Context: an optimization exercise on an open-source flow, tuned for small area. The choices shown serve that exercise and are no tape-out recipe.
RTL that was checked went through simulation tests only; none was proved equivalent to the original.
The RTL of run 4 was laid out without a check of its function.
Power is estimated from default activity; no workload was simulated. The flow treats the clock pin as an ideal source, which a real chip does not have.

`design.v`:
```
package cpuPkg;
    typedef enum logic [2:0] {
        StReset, StFetch, StDecode, StAluOp, StShiftOp, StMultOp, StMoveHiLo, StException
    } ctrlState_t;
    typedef enum logic {AluAdd, AluSub} aluOp_t;
    typedef enum logic [2:0] {ShNone, ShLoad, ShSll, ShSrl, ShSra} shiftOp_t;
    typedef enum logic [2:0] {WbAluOut, WbShift, WbHi, WbLo, WbSpInit} wbSrc_t;
    typedef enum logic [1:0] {ExcNone, ExcOverflow, ExcBadOpcode} excCause_t;
    parameter logic [6-1:0] OpTypeR = 6'b000000;
    parameter logic [6-1:0] OpAddi = 6'b001000;
    parameter logic [6-1:0] FnAdd = 6'b100000;
    parameter logic [6-1:0] FnSub = 6'b100010;
    parameter logic [6-1:0] FnMult = 6'b011000;
    parameter logic [6-1:0] FnMfhi = 6'b010000;
    parameter logic [6-1:0] FnMflo = 6'b010010;
    parameter logic [6-1:0] FnSll = 6'b000000;
    parameter logic [6-1:0] FnSrl = 6'b000010;
    parameter logic [6-1:0] FnSra = 6'b000011;
    parameter logic [6-1:0] FnSllv = 6'b000100;
    parameter logic [6-1:0] FnSrav = 6'b000111;
endpackage
module cpuCore (
    input  logic                    clk,
    input  logic                    rstN,
    input  logic [32-1:0]    instr,
    output logic [32-1:0]    instrAddr,
    output logic                    instrRead,
    output logic                    regWrEn,
    output logic [5-1:0]  regWrAddr,
    output logic [32-1:0]    regWrData,
    output logic                    excValid,
    output cpuPkg::excCause_t       excCause
);
    logic [4:0] phase;
    logic [1:0] rot;         
    logic       initDone;    
    logic [29:0] pc;
    wire p0  = phase == 5'd0;
    wire p30 = phase == 5'd30;
    wire p31 = phase == 5'd31;
    wire run = rot != 2'd0;
    wire clr = !run;
    wire [5:0] op = instr[31:26];
    wire [5:0] fn = instr[5:0];
    wire [4:0] rs = instr[25:21];
    wire [4:0] rt = instr[20:16];
    wire [4:0] rd = instr[15:11];
    wire isR    = op == 6'h00;
    wire isAddi = op == 6'h08;
    wire isAdd  = isR && fn == 6'h20;
    wire isSub  = isR && fn == 6'h22;
    wire isAlu  = isAddi || isAdd || isSub;
    wire isMult = isR && fn == 6'h18;
    wire isMf   = isR && (fn == 6'h10 || fn == 6'h12);
    wire isShI  = isR && (fn == 6'h00 || fn == 6'h02 || fn == 6'h03);
    wire isShV  = isR && (fn == 6'h04 || fn == 6'h07);
    wire isSh   = isShI || isShV;
    wire isUndef = !(isAlu || isMult || isMf || isSh);
    wire shLeft  = fn[1:0] == 2'b00;
    wire shArith = fn[0];
    wire [1:0] lastRot = (isUndef || isMf) ? 2'd1
                       : (isAlu || (isSh && shLeft)) ? 2'd2 : 2'd3;
    wire last = run && rot == lastRot;
    logic [31:1][31:0] gpr;
    logic [63:0] hl;         
    logic [31:0] c;          
    logic [31:0] x, xN;
    assign x = ~xN;
    logic [4:0]  amt;
    logic        cy, cy2, xsign, ysign, hiInWin;
    logic [4:0]  wbAddr;
    logic        wbEn;
    logic        cause;
    wire [4:0] rdAddr = (rot == 2'd1) ? rs : rt;
    logic [31:0] ringOut;
    always_comb begin
        ringOut[0] = 1'b0;
        for (int i = 1; i < 32; i++) ringOut[i] = gpr[i][0];
    end
    wire fwd = wbEn && wbAddr == rdAddr && rdAddr != 5'd0;
    wire port = fwd ? x[0] : ringOut[rdAddr];
    wire y = isMult && rot == 2'd2 && port;
    wire [31:0] s = hl[31:0];
    wire [31:0] pp = ~(xN | {32{!y}});
    wire [31:0] t = s ^ c ^ pp;
    wire [31:0] cn = (s & c) | (pp & (s | c));
    wire u0 = t[0];
    wire immBit = phase[4] ? instr[15] : instr[phase[3:0]];
    wire aIn = isMult ? u0 : x[0];
    wire bIn = isMult ? !(xsign && port) : ((isAddi ? immBit : port) ^ isSub);
    wire cin = p0 ? (isSub || isMult) : cy;
    wire sum = aIn ^ bIn ^ cin;
    wire cout = (aIn & bIn) | (aIn & cin) | (bIn & cin);
    wire ovf = cin ^ cout;
    wire b2 = !(ysign && x[0]);
    wire cin2 = p0 ? 1'b1 : cy2;
    wire hiBit = sum ^ b2 ^ cin2;
    wire cout2 = (sum & b2) | (sum & cin2) | (b2 & cin2);
    wire [4:0] shAmt = isShV ? amt : instr[10:6];
    wire [5:0] shCmp = {1'b0, phase} + {1'b0, shLeft ? shAmt : ~shAmt} + {5'd0, !shLeft};
    wire shTake = (rot == 2'd2) ? (shLeft != shCmp[5]) : !shCmp[5];
    wire spBit = (32'(227) >> phase) & 1'b1;
    wire mfBit = (hiInWin ^ fn[1]) ? u0 : hl[32];
    logic xShift, xIn;
    always_comb begin
        xShift = 1'b1;
        xIn = 1'b0;
        if (!run) begin
            xIn = initDone && spBit;
        end else if (rot == 2'd1) begin
            xIn = (isAlu || isMult) ? port : isMf ? mfBit : 1'b0;
        end else if (isAlu) begin
            xIn = sum;
        end else if (isSh) begin
            xShift = shTake;
            xIn = (rot == 2'd2) ? port : (shArith && x[31]);
        end else if (isMult) begin
            xShift = rot == 2'd3;
            xIn = x[0];
        end
    end
    always_ff @(posedge clk) begin
        for (int i = 1; i < 32; i++) begin
            gpr[i] <= {clr ? 1'b0 : (wbEn && wbAddr == 5'(i)) ? x[0] : gpr[i][0], gpr[i][31:1]};
        end
        hl <= {clr ? 1'b0 : (isMult && rot == 2'd3) ? hiBit : u0,
               hl[63:33],
               (clr || (isMult && rot != 2'd3)) ? 1'b0 : hl[32],
               t[31:1]};
        c <= cn;
        cy <= cout;
        cy2 <= cout2;
        if (p31) begin
            xsign <= x[31];
            ysign <= port;
            hiInWin <= (isMult && rot == 2'd3) ? 1'b0 : !hiInWin;
            wbAddr <= !run ? 5'(29) : isAddi ? rt : rd;
        end
        if (xShift) xN <= {!xIn, xN[31:1]};
        if (rot == 2'd1 && phase < 5'd5) amt <= {port, amt[4:1]};
        cause <= isUndef;
    end
    always_ff @(posedge clk or negedge rstN) begin
        if (!rstN) begin
            phase <= '0;
            rot <= '0;
            initDone <= 1'b0;
            pc <= '0;
            wbEn <= 1'b0;
            excValid <= 1'b0;
        end else begin
            phase <= phase + 5'd1;
            if (p31) begin
                if (!run) begin
                    initDone <= 1'b1;
                    if (initDone) rot <= 2'd1;
                end else begin
                    rot <= last ? 2'd1 : rot + 2'd1;
                end
                wbEn <= (!run && initDone) || (last && ((isAlu && !ovf) || isSh || isMf));
            end
            if (p30 && last) pc <= pc + 30'd1;
            excValid <= p31 && last && (isUndef || (isAlu && ovf));
        end
    end
    assign instrAddr = {pc, 2'b00};
    assign instrRead = 1'b1;
    assign regWrEn = wbEn && p0;
    assign regWrAddr = wbAddr;
    assign regWrData = x;
    assign excCause = cause ? cpuPkg::ExcBadOpcode : cpuPkg::ExcOverflow;
endmodule
```
`flow/run.sh`:
```
#!/bin/bash
# Own layout flow: the standard ORFS flow (standard.sh, unchanged synthesis), with the
# clock tree built from clkbuf_16 leaf buffers without dummy loads, and the ports buffered
# with buf_1. All tool output goes to standard_flow.log here and to ORFS's own logs.
set -euo pipefail
export CTS_ARGS="-sink_clustering_enable -repair_clock_nets -dont_use_dummy_load -sink_clustering_size 30 -sink_clustering_max_diameter 120 -buf_list sky130_fd_sc_hd__clkbuf_16"
export BUFFER_PORTS_ARGS="-buffer_cell sky130_fd_sc_hd__buf_1"
bash standard.sh finish > standard_flow.log 2>&1
```
`standard.sh`:
```
#!/bin/bash
# synth_recipe.tcl (not shown) runs the flow's synth.tcl, then flattens the netlist and writes it again
# the make line also repeats each setting of config.mk as NAME=value (left out here)
make -C /OpenROAD-flow-scripts/flow DESIGN_CONFIG=/design/flow/config.mk WORK_HOME=/design/flow/orfs CLKGATE_MAP_FILE= SYNTH_SCRIPT=/design/flow/synth_recipe.tcl "${@:-finish}"
```
`config.mk`:
```
export PLATFORM = sky130hd
export DESIGN_NAME = cpuCore
export DESIGN_NICKNAME = cpuCore
export VERILOG_FILES = /design/flow/design.v
export SDC_FILE = /design/flow/constraint.sdc
export NUM_CORES = 4
export LEC_CHECK = 0
export CAP_MARGIN = 20
export CORE_MARGIN = 2
export CORE_UTILIZATION = 70
export CTS_BUF_LIST = sky130_fd_sc_hd__clkbuf_16
export CTS_CLUSTER_DIAMETER = 50
export CTS_CLUSTER_SIZE = 28
export GPL_ROUTABILITY_DRIVEN = 1
export PLACE_DENSITY = 0.8
export SLEW_MARGIN = 20
```
`constraint.sdc`:
```
create_clock -name core_clock -period 10.0 [get_ports {clk}]
set_input_delay 2.0000 -clock core_clock [delete_from_list [all_inputs] [get_ports {clk}]]
set_output_delay 2.0000 -clock core_clock [all_outputs]
set_load 0.01 [all_outputs]
```
==> impl_results.md, run 1 <==
- Outcome: timing/DRC/antenna clean
- Ys async rst share: 3.40%
- Initial antenna violation count: 1
- Top post-synthesis cells by count: dfxtp_1 (1091), nor2_1 (113), inv_1 (53)
- Drt pass-1 iters: 7
- Final Non-Filler Cells: 2387
- Setup crit end kind: flop
- Reg2Reg Launch Point: rot[1]
- Placed cells: 2342
- Ys flop type: dfxtp_1
- Layout area overhead: 7.16%
- Overflow after GRT: 0
- Share of cells above drive strength 1: 4.67%
- Post-cts sizing count: 0
- Clock latency at the later pin of the worst-skew pair: 610 ps
- CP Launch Type: primary input
- Core area: 39700 sq um
- Synth Warn #: 1
- Part of the Yosys area used for sequential elements: 85.7%
- Initial Utilization: 71.1%
- Slew Limit Headroom: 34.0%
- Max cap viols: 0
- Post-synth EDFFs: 45
- Worst Clk Skew: 65.2 ps
- Chip height: 205 microns
- Worst-Margin Slew: 990 ps
- Worst-case reg-to-reg path depth: 16
- Cell with the most instances after synthesis: dfxtp_1
- Dpl ws: 3200 ps
- Full die area: 42000 sq um
- Synth area leader: dfxtp_1
- Port Buffers: 104
- Crit-path max FO: 32
- Post-CTS Setup Bufs: 0
- I/O pins: 108
- FMAX: 161 MHz
- CTS buffer count: 45
- Multi-input logic area: 3660 sq um
- TritonCTS clock tree: built
- Clock sinks: 1176
- Top cells by area, synth: dfxtp_1 (77%), edfxtp_1 (4.8%), dfrtp_1 (3.5%), fa_1 (2.4%), nor2_1 (1.5%)
- Gr usage total: 26.8%
- Post-DP HPWL: 30700 microns
- Vias per cell: 5.21
- Final wirelength: 53900 microns
- # DRC: 0
- Final Hold Vio Count: 0
- First-pass GRT wire length: 82200 microns
- Tightest Hold Check Type: flop to flop
- Endpoint required time on the critical path: 10310 ps
- Wire length per cell: 22.6 microns
- Diode count: 0
- Pwr/cell area: 234 nW/um^2
- Nets: 1946
- Final setup viols: 0
- RSZ-0062 raised after global routing: no
- VDD IR max: 0.242 mV
- Site Rows: 73
- Fill count: 2029
- Iter 0 DRT Violations: 995
- Area share of the largest cell type after synthesis: 77.4%
- Clock H-tree levels: 2
- Mapped Cells: 1744
- Area after DPL: 29100 sq um
- Mean post-synth cell area: 16.2 sq um
- Clock transition at path regs: 110 ps
- Mapped cell area: 28200 sq um
- Library cells used by synthesis: 70
- Worst-case clock buffer depth: 3
- Final TNS setup: 0 ps
- Hold Path Stages: 0
- Vias: 12447
- Post-CTS Hold Fix Bufs: 0
- Seq. cell area: 24200 sq um
- Overall Power: 7090 uW
- Data arrival, critical path: 6520 ps
- Final Cell Area: 30300 sq um
- Routability cong.: 0.876
- Chip Width: 205 microns
- Flops & latches, synth: 1176
- Setup slack, reg-to-reg: 4390 ps
- Crit path kind: primary input to flop
- Clock root buffer: clkbuf_16
- Largest net degree at the start of global routing: 42
- Vias in the first global route: 13516
- Worst Setup Slack, final: 3790 ps
- Reg-to-Reg End: hl[63]
- Worst Min Path Start: gpr[436]
- Final antenna-violating net count: 0
- WHS Endpoint: gpr[435]
- Tcrit/Tclk final: 62.1%
- Static Leak: 0.0121 uW
- Tmin final: 6210 ps
- Slew Limit Fails: 0
==> critical path: stages <==
cell and delay, ps:
buf_1 290, nor2_1 560, nand4bb_1 270, nor4_2 610, nand3b_4 570, nand2b_1 340, fa_1 530, mux2i_1 110
fa_1 560, nor2_1 50, a21oi_1 200, o21ai_0 100, nor2b_1 150, a21oi_1 110, nand2_1 60
==> worst max-delay path by stage <==
stage	slack, ps	cells after the start	startpoint	to
detailed placement	3200	18	instr[21]	xN[31]
CTS	3780	18	instr[21]	xN[31]
finish	3790	15	instr[1]	xN[31]
global route	3440	15	instr[1]	xN[31]
floorplan	2490	14	instr[31]	xN[0]
global placement	3230	15	instr[1]	xN[31]
==> layer usage <==
layer | share of wire [%] | track usage (%) | wire length, microns | up-vias
li1 | - | - | - | 5798
met4 | 3.7 | 10.3 | 1990 | 0
met2 | 53 | 48.3 | 28600 | 395
met1 | 39 | 32.6 | 21200 | 6119
met5 | 0 | 0 | 0 | -
met3 | 4.0 | 3.91 | 2150 | 135
==> through the flow <==
stage               hold WS (ps)  util (%)
floorplan                    310         -
global placement             310      73.3
detailed placement           312      73.3
CTS                          299      76.1
global route                 294      76.1
finish                       287      76.1
==> cell usage in the layout, fill, tap and decap left out, types with 23 or more instances in the layout <==
cell type,synthesis,final
dfxtp_1,1091,1091
nor2_1,113,113
buf_1,2,103
inv_1,53,53
edfxtp_1,45,45
clkbuf_16,0,45
dfrtp_1,40,40
nand2_1,36,36
fa_1,34,34
a211oi_1,32,32
xnor2_1,29,29
nand3_1,23,23
==> power breakdown <==
| part | internal, uW | switching, uW |
|---|---|---|
| Clock | 816 | 1300 |
| Sequential | 4740 | 21.0 |
| Combinational | 61.1 | 142 |
| Total | 5620 | 1470 |
==> registers in the layout, indices dropped and copies added, names as in the netlist <==
signal,count
phase,5
xsign,1
hiInWin,1
initDone,1
gpr,992
cy2,1
xN,32
wbEn,1
amt,5
rot,2
excValid,1
cause,1
c,32
cy,1
ysign,1
pc,30
hl,64
wbAddr,5
==> layout make-up <==
type	instances	area share (%)
clock buffers	45	3.72
well taps	525	2.17
repair buffers	107	1.37
flip-flops and latches	1176	80.0
multi-input cells	481	12.1
inverters	53	0.658
==> cells by family (layout without fill, tap and decap cells) <==
family	Yosys count	in the layout	synth area share, %
buffers and inverters	88	205	1.41
multiplexers	32	32	1.56
AO/OA/AOI/OAI	104	104	2.60
other	2	3	0.0266
XOR/XNOR	43	43	1.33
flip-flops	1176	1176	85.7
AND/OR/NAND/NOR	251	251	4.33
adder cells (fa/ha/maj)	48	48	3.03
==> run 2: changes to the inputs <==
--- a/design.v
+++ b/design.v
@@ -133,7 +133,7 @@
         if (p31) begin
             xsign <= x[31];
             ysign <= port;
-            hiInWin <= (isMult && rot == 2'd3) ? 1'b0 : !hiInWin;
+            hiInWin <= (clr || (isMult && rot == 2'd3)) ? 1'b0 : !hiInWin;
             wbAddr <= !run ? 5'(29) : isAddi ? rt : rd;
         end
         if (xShift) xN <= {!xIn, xN[31:1]};
==> impl_results.md, run 2 <==
- Critical path's slowest cell: nand2_1 (was nor4_2)
- Flops & latches, synth: 1176 (unchanged)
- Tightest Hold Check Type: flop to flop (unchanged)
- Vias in the first global route: 13431 (was 13516)
- Mean post-synth cell area: 16.3 sq um (was 16.2 sq um)
- Part of the Yosys area used for sequential elements: 85.8% (was 85.7%)
- Pwr/cell area: 227 nW/um^2 (was 234 nW/um^2)
- Top cells by area, synth: dfxtp_1 (77%), edfxtp_1 (4.8%), dfrtp_1 (3.5%), fa_1 (2.4%), nor2_1 (1.1%) (was dfxtp_1 (77%), edfxtp_1 (4.8%), dfrtp_1 (3.5%), fa_1 (2.4%), nor2_1 (1.5%))
- Post-CTS Setup Bufs: 0 (unchanged)
- Worst Setup Slack, final: 3520 ps (was 3790 ps)
- Diode count: 0 (unchanged)
- First-pass GRT wire length: 82300 microns (was 82200 microns)
- RSZ-0062 raised after global routing: no (unchanged)
- Layout area overhead: 7.33% (was 7.16%)
- Post-CTS Hold Fix Bufs: 0 (unchanged)
- Top post-synthesis cells by count: dfxtp_1 (1091), nor2_1 (83), inv_1 (50) (was dfxtp_1 (1091), nor2_1 (113), inv_1 (53))
- Chip Width: 205 microns (about the same)
- Most common cell after layout, fill and taps aside: dfxtp_1 (unchanged)
- Port Buffers: 104 (unchanged)
- Vias: 12566 (was 12447)
- Cell with the most instances after synthesis: dfxtp_1 (unchanged)
- Final Non-Filler Cells: 2379 (was 2387)
- Outcome: timing/DRC/antenna clean (unchanged)
- Area after DPL: 29100 sq um (about the same)
- Ys async rst share: 3.40% (unchanged)
- Post-cts sizing count: 0 (unchanged)
- Post-DP HPWL: 31800 microns (was 30700 microns)
- Tcrit/Tclk final: 64.8% (was 62.1%)
- Number of flip-flops in the largest register: 992 (unchanged)
- Placed cells: 2332 (was 2342)
- Worst-case clock buffer depth: 3 (unchanged)
- Full die area: 41900 sq um (was 42000 sq um)
- Mapped cell area: 28200 sq um (about the same)
- Clock sinks: 1176 (unchanged)
- Static Leak: 0.0122 uW (was 0.0121 uW)
- Iter 0 DRT Violations: 934 (was 995)
- TritonCTS clock tree: built (unchanged)
- Nets: 1938 (was 1946)
- Area share of the largest cell type after synthesis: 77.4% (about the same)
- Initial antenna violation count: 1 (unchanged)
- Endpoint required time on the critical path: 10340 ps (was 10310 ps)
- Final Cell Area: 30300 sq um (about the same)
- Wire length per cell: 22.8 microns (was 22.6 microns)
- Worst Min Path Start: gpr[849] (was gpr[436])
- CP Buf/Inv Count: 3 (was 1)
- WL met1: 21600 microns (was 21200 microns)
- CP peak stage delay: 750 ps (was 610 ps)
- I/O pins: 108 (unchanged)
- Crit path kind: primary input to flop (unchanged)
- Drt pass-1 iters: 6 (was 7)
- Clock transition at path regs: 120 ps (was 110 ps)
- Gr usage total: 26.9% (was 26.8%)
- Ys flop type: dfxtp_1 (unchanged)
- Core area: 39700 sq um (unchanged)
- # DRC: 0 (unchanged)
- Final setup viols: 0 (unchanged)
- Final wirelength: 54300 microns (was 53900 microns)
- Max cap viols: 0 (unchanged)
- Largest net degree at the start of global routing: 41 (was 42)
- Vias per cell: 5.28 (was 5.21)
- Fill count: 2067 (was 2029)
- Worst Setup SP: instr[1] (unchanged)
- Reg2Reg Launch Point: rot[1] (unchanged)
- Share of cells above drive strength 1: 3.83% (was 4.67%)
- Worst-Margin Slew: 1170 ps (was 990 ps)
- Mapped Cells: 1733 (was 1744)
- Slew Limit Fails: 0 (unchanged)
- Synth area leader: dfxtp_1 (unchanged)
- Max Used Layer: met4 (unchanged)
- Initial Utilization: 71.0% (was 71.1%)
- CTS buffer count: 45 (unchanged)
- Chip height: 205 microns (about the same)
- FMAX: 154 MHz (was 161 MHz)
- Setup crit end kind: flop (unchanged)
- CP cell instances: buf_1 > nor4bb_1 > nand2_1 > nor3_2 > nand2_1 > or3_1 > fa_1 > mux2i_1 > fa_1 > inv_1 > or2_2 > inv_1 > o31ai_1 > a211o_1 (was buf_1 > nor2_1 > nand4bb_1 > nor4_2 > nand3b_4 > nand2b_1 > fa_1 > mux2i_1 > fa_1 > nor2_1 > a21oi_1 > o21ai_0 > nor2b_1 > a21oi_1 > nand2_1)
- Clock root buffer: clkbuf_16 (unchanged)
- Synth Warn #: 1 (unchanged)
- Clock latency at the later pin of the worst-skew pair: 590 ps (was 610 ps)
- Library cells used by synthesis: 66 (was 70)
- WL met2: 28600 microns (about the same)
- Overall Power: 6880 uW (was 7090 uW)
- Dpl ws: 3040 ps (was 3200 ps)
- Top flop regs: gpr: 992 flops, hl: 64 flops (unchanged)
- Tmin final: 6480 ps (was 6210 ps)
- Most flop-heavy register: gpr (unchanged)
- Post-synth EDFFs: 45 (unchanged)
- Final TNS setup: 0 ps (unchanged)
- Crit-path leading delay family: simple AND/OR/NAND/NOR gates (unchanged)
- Worst Clk Skew: 65.0 ps (was 65.2 ps)
- Site Rows: 73 (unchanged)
- Slew Limit Headroom: 21.0% (was 34.0%)
- Routability cong.: 0.872 (was 0.876)
- Final Hold Vio Count: 0 (unchanged)
- Met3 wire len: 1870 microns (was 2150 microns)
- Crit-path max FO: 32 (unchanged)
- Clock H-tree levels: 2 (unchanged)
- Data arrival, critical path: 6820 ps (was 6520 ps)
- Final antenna-violating net count: 0 (unchanged)
- VDD IR max: 0.211 mV (was 0.242 mV)
- Overflow after GRT: 0 (unchanged)
- CP Launch Type: primary input (unchanged)
- Most frequent cells in the layout: dfxtp_1 (1091), buf_1 (103), nor2_1 (83), inv_1 (50) (was dfxtp_1 (1091), nor2_1 (113), buf_1 (103), inv_1 (53))
run 2: cell types whose count changed after synthesis, moves of 6 or more:
| cell | delta |
|---|---|
| nor3_1 | +32 |
| nor2_1 | -30 |
| nor2_2 | -14 |
| a21oi_1 | -12 |
| o21ai_0 | -10 |
| mux2i_1 | +7 |
| nor4_1 | +6 |
run 2: report_power, final:
group	leakage (uW)	total (uW)	internal (uW)	switching (uW)
clock	0.000555	2120	816	1310
sequential	0.00972	4710	4710	0.535
combinational	0.00191	47.3	15.9	31.4
run 2: cell type report:
| type | count | area [sq um] | area share, % |
|---|---|---|---|
| flip-flops and latches | 1176 | 24200 | 79.9 |
| multi-input cells | 474 | 3650 | 12.1 |
| clock buffers | 45 | 1130 | 3.72 |
| repair buffers | 109 | 449 | 1.48 |
| well taps | 525 | 657 | 2.17 |
| inverters | 50 | 188 | 0.620 |
run 2: final timing paths:
check	depth (start not counted)	endpoint	slack (ps)
min	0	gpr[848]	280
max in group asynchronous	1	pc[15]	7840
min reg2reg	0	gpr[848]	280
max	14	xN[31]	3520
max reg2reg	18	xN[31]	3890
min in group asynchronous	1	pc[1]	1520
run 2: kinds of logic after synthesis:
| family | count (synthesis) | share of synthesized area [%] |
|---|---|---|
| mux | 39 | 1.80 |
| compound gates | 86 | 2.22 |
| fa+ha+maj | 48 | 3.03 |
| xor+xnor | 41 | 1.27 |
| buf+inv | 84 | 1.32 |
| simple gates | 257 | 4.54 |
| other cells | 2 | 0.0266 |
| flops | 1176 | 85.8 |
run 2: per-stage QoR:
| step | hold WS, ps | util [%] |
|---|---|---|
| finish | 276 | 76.2 |
| global route | 273 | 76.2 |
| CTS | 277 | 76.1 |
| detailed placement | 312 | 73.3 |
| global placement | 310 | 73.3 |
| floorplan | 310 | - |
run 2: routing by layer:
layer | vias to the layer above | GRT usage [%]
li1 | 5829 | -
met1 | 6256 | 33.4
met2 | 330 | 48.2
met3 | 151 | 3.20
met4 | 0 | 10.8
met5 | - | 0
==> run 3: changes to the inputs <==
--- a/design.v
+++ b/design.v
@@ -40,6 +40,11 @@
     wire p31 = phase == 5'd31;
     wire run = rot != 2'd0;
     wire clr = !run;
+    logic [29:0] pcToggle;
+    always_comb begin
+        pcToggle[0] = p30 && last;
+        for (int i = 1; i < 30; i++) pcToggle[i] = pcToggle[i-1] && pc[i-1];
+    end
     wire [5:0] op = instr[31:26];
     wire [5:0] fn = instr[5:0];
     wire [4:0] rs = instr[25:21];
@@ -159,7 +164,7 @@
                 end
                 wbEn <= (!run && initDone) || (last && ((isAlu && !ovf) || isSh || isMf));
             end
-            if (p30 && last) pc <= pc + 30'd1;
+            pc <= pc ^ pcToggle;
             excValid <= p31 && last && (isUndef || (isAlu && ovf));
         end
     end
==> impl_results.md, run 3 <==
- Final antenna-violating net count: 0 (unchanged)
- Static Leak: 0.0123 uW (was 0.0122 uW)
- Chip height: 204 microns (was 205 microns)
- Gr usage total: 21.4% (was 26.9%)
- Post-CTS Hold Fix Bufs: 0 (unchanged)
- Reg2Reg Launch Point: rot[1] (unchanged)
- Clock root buffer: clkbuf_16 (unchanged)
- Reg-to-Reg End: pc[29] (was xN[31])
- Clock transition at path regs: 100 ps (was 120 ps)
- TritonCTS clock tree: built (unchanged)
- Post-CTS Setup Bufs: 0 (unchanged)
- CP peak stage delay: 540 ps (was 750 ps)
- Synth area leader: dfxtp_1 (unchanged)
- Top flop regs: gpr: 992 flops, hl: 64 flops (unchanged)
- # DRC: 0 (unchanged)
- Worst Setup SP: instr[28] (was instr[1])
- Slew Limit Headroom: 36.7% (was 21.0%)
- Post-cts sizing count: 0 (unchanged)
- Worst Min Path Start: gpr[280] (was gpr[849])
- Critical path's slowest cell: or4_4 (was nand2_1)
- Tmin final: 9200 ps (was 6480 ps)
- Post-DP HPWL: 26000 microns (was 31800 microns)
- Nets: 1900 (was 1938)
- Final Hold Vio Count: 0 (unchanged)
- Data arrival, critical path: 9670 ps (was 6820 ps)
- Mapped cell area: 27900 sq um (was 28200 sq um)
- Initial antenna violation count: 4 (was 1)
- Wire length per cell: 18.4 microns (was 22.8 microns)
- WHS Endpoint: gpr[279] (was gpr[848])
- Crit-path max FO: 5 (was 32)
- Endpoint required time on the critical path: 10470 ps (was 10340 ps)
- Crit path kind: primary input to flop (unchanged)
- Top post-synthesis cells by count: dfxtp_1 (1091), nor2_1 (80), inv_1 (47) (was dfxtp_1 (1091), nor2_1 (83), inv_1 (50))
- Ys async rst share: 3.40% (unchanged)
- Final setup viols: 0 (unchanged)
- Layout area overhead: 7.67% (was 7.33%)
- Clock Power Share: 30.5% (was 30.9%)
- Most common cell after layout, fill and taps aside: dfxtp_1 (unchanged)
- Vias: 11521 (was 12566)
- FMAX: 109 MHz (was 154 MHz)
- Setup crit end kind: flop (unchanged)
- Initial Utilization: 70.5% (was 71.0%)
- Final Non-Filler Cells: 2318 (was 2379)
- VDD IR max: 0.271 mV (was 0.211 mV)
- Worst-case reg-to-reg path depth: 36 (was 18)
- Worst-Margin Slew: 950 ps (was 1170 ps)
- Hold Path Stages: 0 (unchanged)
- Overall Power: 6840 uW (was 6880 uW)
- Vias in the first global route: 12051 (was 13431)
- Clock H-tree levels: 2 (unchanged)
- Ys flop type: dfxtp_1 (unchanged)
- Core area: 39500 sq um (was 39700 sq um)
- Routability cong.: 0.854 (was 0.872)
- Post-synth EDFFs: 45 (unchanged)
- Slew Limit Fails: 0 (unchanged)
- Max cap viols: 0 (unchanged)
- Part of the Yosys area used for sequential elements: 86.8% (was 85.8%)
- Mapped Cells: 1661 (was 1733)
- Number of flip-flops in the largest register: 992 (unchanged)
- Psw: 1300 uW (was 1340 uW)
- Drt pass-1 iters: 5 (was 6)
- Comb pwr share: 0.7% (about the same)
- Most frequent cells in the layout: dfxtp_1 (1091), buf_1 (103), nor2_1 (80), inv_1 (47) (was dfxtp_1 (1091), buf_1 (103), nor2_1 (83), inv_1 (50))
- Internal: 5540 uW (about the same)
- Overflow after GRT: 0 (unchanged)
- Share of power burned in registers: 68.8% (was 68.5%)
- Worst Clk Skew: 52.0 ps (was 65.0 ps)
- Clock latency at the later pin of the worst-skew pair: 610 ps (was 590 ps)
- Clock sinks: 1176 (unchanged)
- Share of cells above drive strength 1: 4.36% (was 3.83%)
- Worst-case clock buffer depth: 3 (unchanged)
- Placed cells: 2268 (was 2332)
- CP Launch Type: primary input (unchanged)
- Final TNS setup: 0 ps (unchanged)
- Worst path most repeated cell: ha_1
- Synth Warn #: 1 (unchanged)
- Outcome: timing/DRC/antenna clean (unchanged)
- Mean post-synth cell area: 16.8 sq um (was 16.3 sq um)
- First-pass GRT wire length: 67100 microns (was 82300 microns)
- Chip Width: 204 microns (was 205 microns)
- Vias per cell: 4.97 (was 5.28)
- Most flop-heavy register: gpr (unchanged)
- Cell with the most instances after synthesis: dfxtp_1 (unchanged)
- Final wirelength: 42600 microns (was 54300 microns)
- Setup slack, reg-to-reg: 2360 ps (was 3890 ps)
- Flops & latches, synth: 1176 (unchanged)
- I/O pins: 108 (unchanged)
- Top cells by area, synth: dfxtp_1 (78%), edfxtp_1 (4.8%), dfrtp_1 (3.6%), fa_1 (2.4%), ha_1 (1.8%) (was dfxtp_1 (77%), edfxtp_1 (4.8%), dfrtp_1 (3.5%), fa_1 (2.4%), nor2_1 (1.1%))
- CTS buffer count: 45 (unchanged)
- Tcrit/Tclk final: 92.0% (was 64.8%)
- Full die area: 41400 sq um (was 41900 sq um)
- Iter 0 DRT Violations: 749 (was 934)
- Switching Fraction: 19.0% (was 19.5%)
- RSZ-0062 raised after global routing: no (unchanged)
- Largest net degree at the start of global routing: 41 (unchanged)
- Library cells used by synthesis: 65 (was 66)
- Port Buffers: 104 (unchanged)
- Tightest Hold Check Type: flop to flop (unchanged)
- Area share of the largest cell type after synthesis: 78.3% (was 77.4%)
- Site Rows: 73 (unchanged)
- Pwr/cell area: 228 nW/um^2 (was 227 nW/um^2)
-- run 3: cell types whose count changed after synthesis, moves of 9 or more --
cell      change
ha_1         +27
xnor2_1      -24
nor3_1       -23
nand2_1      -17
a211oi_1     -14
a21oi_1      +13
nand3_1      -12
o21ai_0      +11
and3_1       -10
or3_1         +9
-- run 3: per-stage QoR --
stage                     area, sq um  util (%)  hold WS, ps  worst slack, ps
after detailed placement        28900      73.0          312              212
after CTS                       30000      75.8          276              790
after global routing            30000      75.9          273              466
after floorplan                 27900         -          310              894
after global placement          28900      73.0          310              468
final                           30000      75.9          272              801
-- run 3: power groups by stage --
stage                     registers (uW)  logic, uW  clock network [uW]
after floorplan                     4820       27.3                   0
after global placement              4820       44.5                   0
after detailed placement            4820       45.9                   0
after CTS                           4710       46.4                2130
after global routing                4710       52.0                2280
final                               4710       47.1                2090
-- run 3: area by class of cell --
type | instances | area (sq um)
clock buffer | 45 | 1130
tap | 525 | 657
multi-input combinational | 407 | 3390
sequential | 1176 | 24200
timing repair buffer | 113 | 467
fill | 2203 | 9530
antenna | 4 | 10.0
inverter | 48 | 180
-- run 3: cell families after synthesis --
family	count (synthesis)	synth area share, %
other cells	2	0.0269
fa+ha+maj	75	4.28
mux	39	1.79
xor+xnor	14	0.440
flops	1176	86.8
compound gates	92	2.23
buf+inv	79	1.15
simple gates	184	3.30
-- run 3: worst max path at each step --
stage,to,slack (ps),cells past startpoint
2_1_floorplan,pc[29],890,39
3_3_place_gp,pc[29],470,39
3_5_place_dp,pc[29],210,39
4_1_cts,pc[29],790,39
5_1_grt,pc[29],470,39
6_report,pc[29],800,39
-- run 3: layer usage --
metal  vias up  routed length, microns  GRT usage, %
li1       5566                       -             -
met3       100                    2130          3.85
met4         2                    1410          7.06
met5         -                      10             0
met1      5573                   18900          28.9
met2       280                   20100          35.5
-- run 3: worst max-delay path: cells and delay by family --
kind | cells | cell delay, ps
buf+inv | 1 | 80
fa+ha+maj | 29 | 5300
simple gates | 6 | 1490
xor+xnor | 1 | 150
compound gates | 2 | 630
==> run 4: changes to the inputs <==
--- a/design.v
+++ b/design.v
@@ -138,7 +138,7 @@
         if (p31) begin
             xsign <= x[31];
             ysign <= port;
-            hiInWin <= (clr || (isMult && rot == 2'd3)) ? 1'b0 : !hiInWin;
+            hiInWin <= (isMult && rot == 2'd3) ? 1'b0 : !hiInWin;
             wbAddr <= !run ? 5'(29) : isAddi ? rt : rd;
         end
         if (xShift) xN <= {!xIn, xN[31:1]};
==> impl_results.md, run 4 <==
- Worst-Margin Slew: 920 ps (was 950 ps)
- Worst Min Path Start: gpr[83] (was gpr[280])
- Drt pass-1 iters: 7 (was 5)
- Outcome: timing/DRC/antenna clean (unchanged)
- FMAX: 111 MHz (was 109 MHz)
- Hold Path Stages: 0 (unchanged)
- Clock transition at path regs: 100 ps (about the same)
- Tcrit/Tclk final: 90.4% (was 92.0%)
- Crit path kind: primary input to flop (unchanged)
- Worst-case clock buffer depth: 3 (unchanged)
- Post-cts sizing count: 0 (unchanged)
- Initial antenna violation count: 6 (was 4)
- Nets: 1924 (was 1900)
- Final TNS setup: 0 ps (unchanged)
- Largest family of logic cells by synthesized area: simple AND/OR/NAND/NOR gates (was adder cells)
- Final antenna-violating net count: 0 (unchanged)
- Setup crit end kind: flop (unchanged)
- Wire length per cell: 19.8 microns (was 18.4 microns)
- Final Non-Filler Cells: 2344 (was 2318)
- Most common cell after layout, fill and taps aside: dfxtp_1 (unchanged)
- Data arrival, critical path: 9520 ps (was 9670 ps)
- Synth Area in XOR/XNOR: 0.435% (was 0.440%)
- Post-DP HPWL: 27900 microns (was 26000 microns)
- Clock latency at the later pin of the worst-skew pair: 600 ps (was 610 ps)
- Final Hold Vio Count: 0 (unchanged)
- Tightest Hold Check Type: flop to flop (unchanged)
- Share of cells above drive strength 1: 5.85% (was 4.36%)
- Mux share of post-synthesis cell area: 1.63% (was 1.80%)
- Ys async rst share: 3.40% (unchanged)
- Overall Power: 6870 uW (was 6840 uW)
- WHS Endpoint: gpr[82] (was gpr[279])
- RSZ-0062 raised after global routing: no (unchanged)
- Mean post-synth cell area: 16.7 sq um (was 16.8 sq um)
- Full die area: 41900 sq um (was 41400 sq um)
- Worst-case reg-to-reg path depth: 35 (was 36)
- Port Buffers: 104 (unchanged)
- Layout area overhead: 7.45% (was 7.67%)
- Crit-path max FO: 5 (unchanged)
- Mapped Cells: 1687 (was 1661)
- Part of the Yosys area used for sequential elements: 85.7% (was 86.8%)
- Clock sinks: 1176 (unchanged)
- CP Launch Type: primary input (unchanged)
- Max cap viols: 0 (unchanged)
- # DRC: 0 (unchanged)
- Worst Setup Slack, final: 959 ps (was 801 ps)
- Fill count: 2132 (was 2203)
- Library cells used by synthesis: 64 (was 65)
- Synth Area in Adders: 4.23% (was 4.28%)
- Routability cong.: 0.897 (was 0.854)
- Overflow after GRT: 0 (unchanged)
- Pwr/cell area: 226 nW/um^2 (was 228 nW/um^2)
- Top cells by area, synth: dfxtp_1 (77%), edfxtp_1 (4.8%), dfrtp_1 (3.5%), fa_1 (2.4%), ha_1 (1.8%) (was dfxtp_1 (78%), edfxtp_1 (4.8%), dfrtp_1 (3.6%), fa_1 (2.4%), ha_1 (1.8%))
- CTS buffer count: 45 (unchanged)
- CP peak stage delay: 570 ps (was 540 ps)
- Compound-Gate Fraction of Synth Area: 2.31% (was 2.23%)
- Vias in the first global route: 12648 (was 12051)
- Static Leak: 0.0124 uW (was 0.0123 uW)
- Setup slack, reg-to-reg: 2960 ps (was 2360 ps)
- Clock root buffer: clkbuf_16 (unchanged)
- Tmin final: 9040 ps (was 9200 ps)
- Top flop regs: gpr: 992 flops, hl: 64 flops (unchanged)
- Post-CTS Setup Bufs: 0 (unchanged)
- Reg-to-Reg End: pc[29] (unchanged)
- Reg2Reg Launch Point: rot[0] (was rot[1])
- Worst Setup SP: instr[27] (was instr[28])
- Core area: 39700 sq um (was 39500 sq um)
- Final setup viols: 0 (unchanged)
- Chip height: 205 microns (was 204 microns)
- Worst path most repeated cell: ha_1 (unchanged)
- Post-CTS Hold Fix Bufs: 0 (unchanged)
- Number of flip-flops in the largest register: 992 (unchanged)
- Gr usage total: 23.0% (was 21.4%)
- Final hold slack: 263 ps (was 272 ps)
- Ys flop type: dfxtp_1 (unchanged)
- Most flop-heavy register: gpr (unchanged)
- VDD IR max: 0.182 mV (was 0.271 mV)
- First-pass GRT wire length: 71800 microns (was 67100 microns)
- Top post-synthesis cells by count: dfxtp_1 (1091), nor2_1 (69), inv_1 (56) (was dfxtp_1 (1091), nor2_1 (80), inv_1 (47))
- TritonCTS clock tree: built (unchanged)
- Area share of the largest cell type after synthesis: 77.4% (was 78.3%)
- Mapped cell area: 28200 sq um (was 27900 sq um)
- Placed cells: 2292 (was 2268)
- Chip Width: 205 microns (was 204 microns)
- Slew Limit Headroom: 38.7% (was 36.7%)
- Initial Utilization: 71.0% (was 70.5%)
- Worst Clk Skew: 52.7 ps (was 52.0 ps)
- Flops & latches, synth: 1176 (unchanged)
- Cell with the most instances after synthesis: dfxtp_1 (unchanged)
- Clock H-tree levels: 2 (unchanged)
- Most frequent cells in the layout: dfxtp_1 (1091), buf_1 (103), nor2_1 (69), inv_1 (56) (was dfxtp_1 (1091), buf_1 (103), nor2_1 (80), inv_1 (47))
- Vias: 11918 (was 11521)
- Simple-gate share of the synthesized area: 4.27% (was 3.30%)
- Post-synth EDFFs: 45 (unchanged)
- Synth Warn #: 1 (unchanged)
- Vias per cell: 5.08 (was 4.97)
- Slew Limit Fails: 0 (unchanged)
- I/O pins: 108 (unchanged)
- Critical path's slowest cell: or4_4 (unchanged)
- Site Rows: 73 (unchanged)
- Largest net degree at the start of global routing: 42 (was 41)
- Final wirelength: 46300 microns (was 42600 microns)
- Iter 0 DRT Violations: 746 (was 749)
- Synth area leader: dfxtp_1 (unchanged)
- Dpl ws: 416 ps (was 212 ps)
- Endpoint required time on the critical path: 10480 ps (was 10470 ps)
## run 4: cell families after synthesis
logic type                 count (synthesis)
buffers and inverters                     87
other                                      2
muxes                                     34
and+or+nand+nor                          206
adders and majority gates                 75
DFF                                     1176
xor gates and xnor gates                  14
AOI/OAI and AO/OA                         93
## run 4: per-layer routing
| metal | up-vias | part of all wire (%) | track usage (%) |
|---|---|---|---|
| met5 | - | 0 | 0 |
| met4 | 0 | 3.0 | 8.85 |
| met3 | 101 | 4.2 | 3.31 |
| met2 | 306 | 50 | 38.9 |
| met1 | 5856 | 43 | 30.4 |
| li1 | 5655 | - | - |
## run 4: layout make-up
type	count	area (sq um)	area share (%)
flip-flops and latches	1176	24200	79.8
diodes	6	15.0	0.0495
well taps	525	657	2.17
inverters	57	214	0.706
clock buffers	45	1130	3.71
multi-input cells	425	3660	12.1
repair buffers	110	457	1.51
## run 4: worst max path at each step
stage                   to  slack, ps  cells after the start
floorplan           pc[29]       1210                     37
global route        pc[29]        660                     38
finish              pc[29]        960                     38
CTS                 pc[29]        990                     38
detailed placement  pc[29]        420                     38
global placement    pc[29]        760                     38
## run 4: stage by stage
step	util (%)	cell area [sq um]
after floorplan	-	28200
final	76.3	30300
after CTS	76.2	30300
after global placement	73.4	29100
after detailed placement	73.4	29100
after global routing	76.3	30300
## run 4: power breakdown
part	switching [uW]	internal (uW)	leakage (uW)	total [uW]
logic	35.5	17.8	0.00209	53.3
clock network	1290	815	0.000555	2100
registers	0.546	4710	0.00972	4710
## run 4: critical path: cells and delay by family
| family | cells | cell delay (ps) |
|---|---|---|
| AND/OR/NAND/NOR | 6 | 1630 |
| XOR/XNOR | 1 | 160 |
| buffers and inverters | 1 | 90 |
| adder cells (fa/ha/maj) | 29 | 5460 |
| AO/OA/AOI/OAI | 1 | 170 |

==> port drivers added, routing unchanged <==
The flow's constraints put no driver on any port. The routed layouts listed below were extracted and timed again, unchanged, in two steps.
Step 1 assumes that a clkbuf_16 drives the clock port and a buf_2 every other input.
Step 2 adds t to the input delays and takes it off the output delays; t is the mean of the earliest and latest rising clock arrival at the registers after step 1. Input paths then give back, and output paths get back, about the clock's delay inside the block.
Slacks: no drivers / after step 1 / after step 2; pairs: no drivers / after step 1.
run | t (ns) | setup slack, ns | worst hold slack (ns) | latest minus earliest clock arrival (ns)
run 1 | 0.638 | 3.788 / 3.825 / 3.187 | 0.287 / 0.287 / 0.287 | 0.065 / 0.066
run 2 | 0.629 | 3.522 / 3.555 / 2.927 | 0.276 / 0.276 / 0.276 | 0.089 / 0.089
run 3 | 0.643 | 0.801 / 0.832 / 0.189 | 0.272 / 0.272 / 0.272 | 0.058 / 0.058
run 4 | 0.639 | 0.959 / 0.992 / 0.352 | 0.263 / 0.263 / 0.263 | 0.068 / 0.067
After both steps setup and hold are still met in every run listed. The setup slack of run 3, which loses most, moves by +0.031 ns with the drivers and by -0.612 ns with both steps.
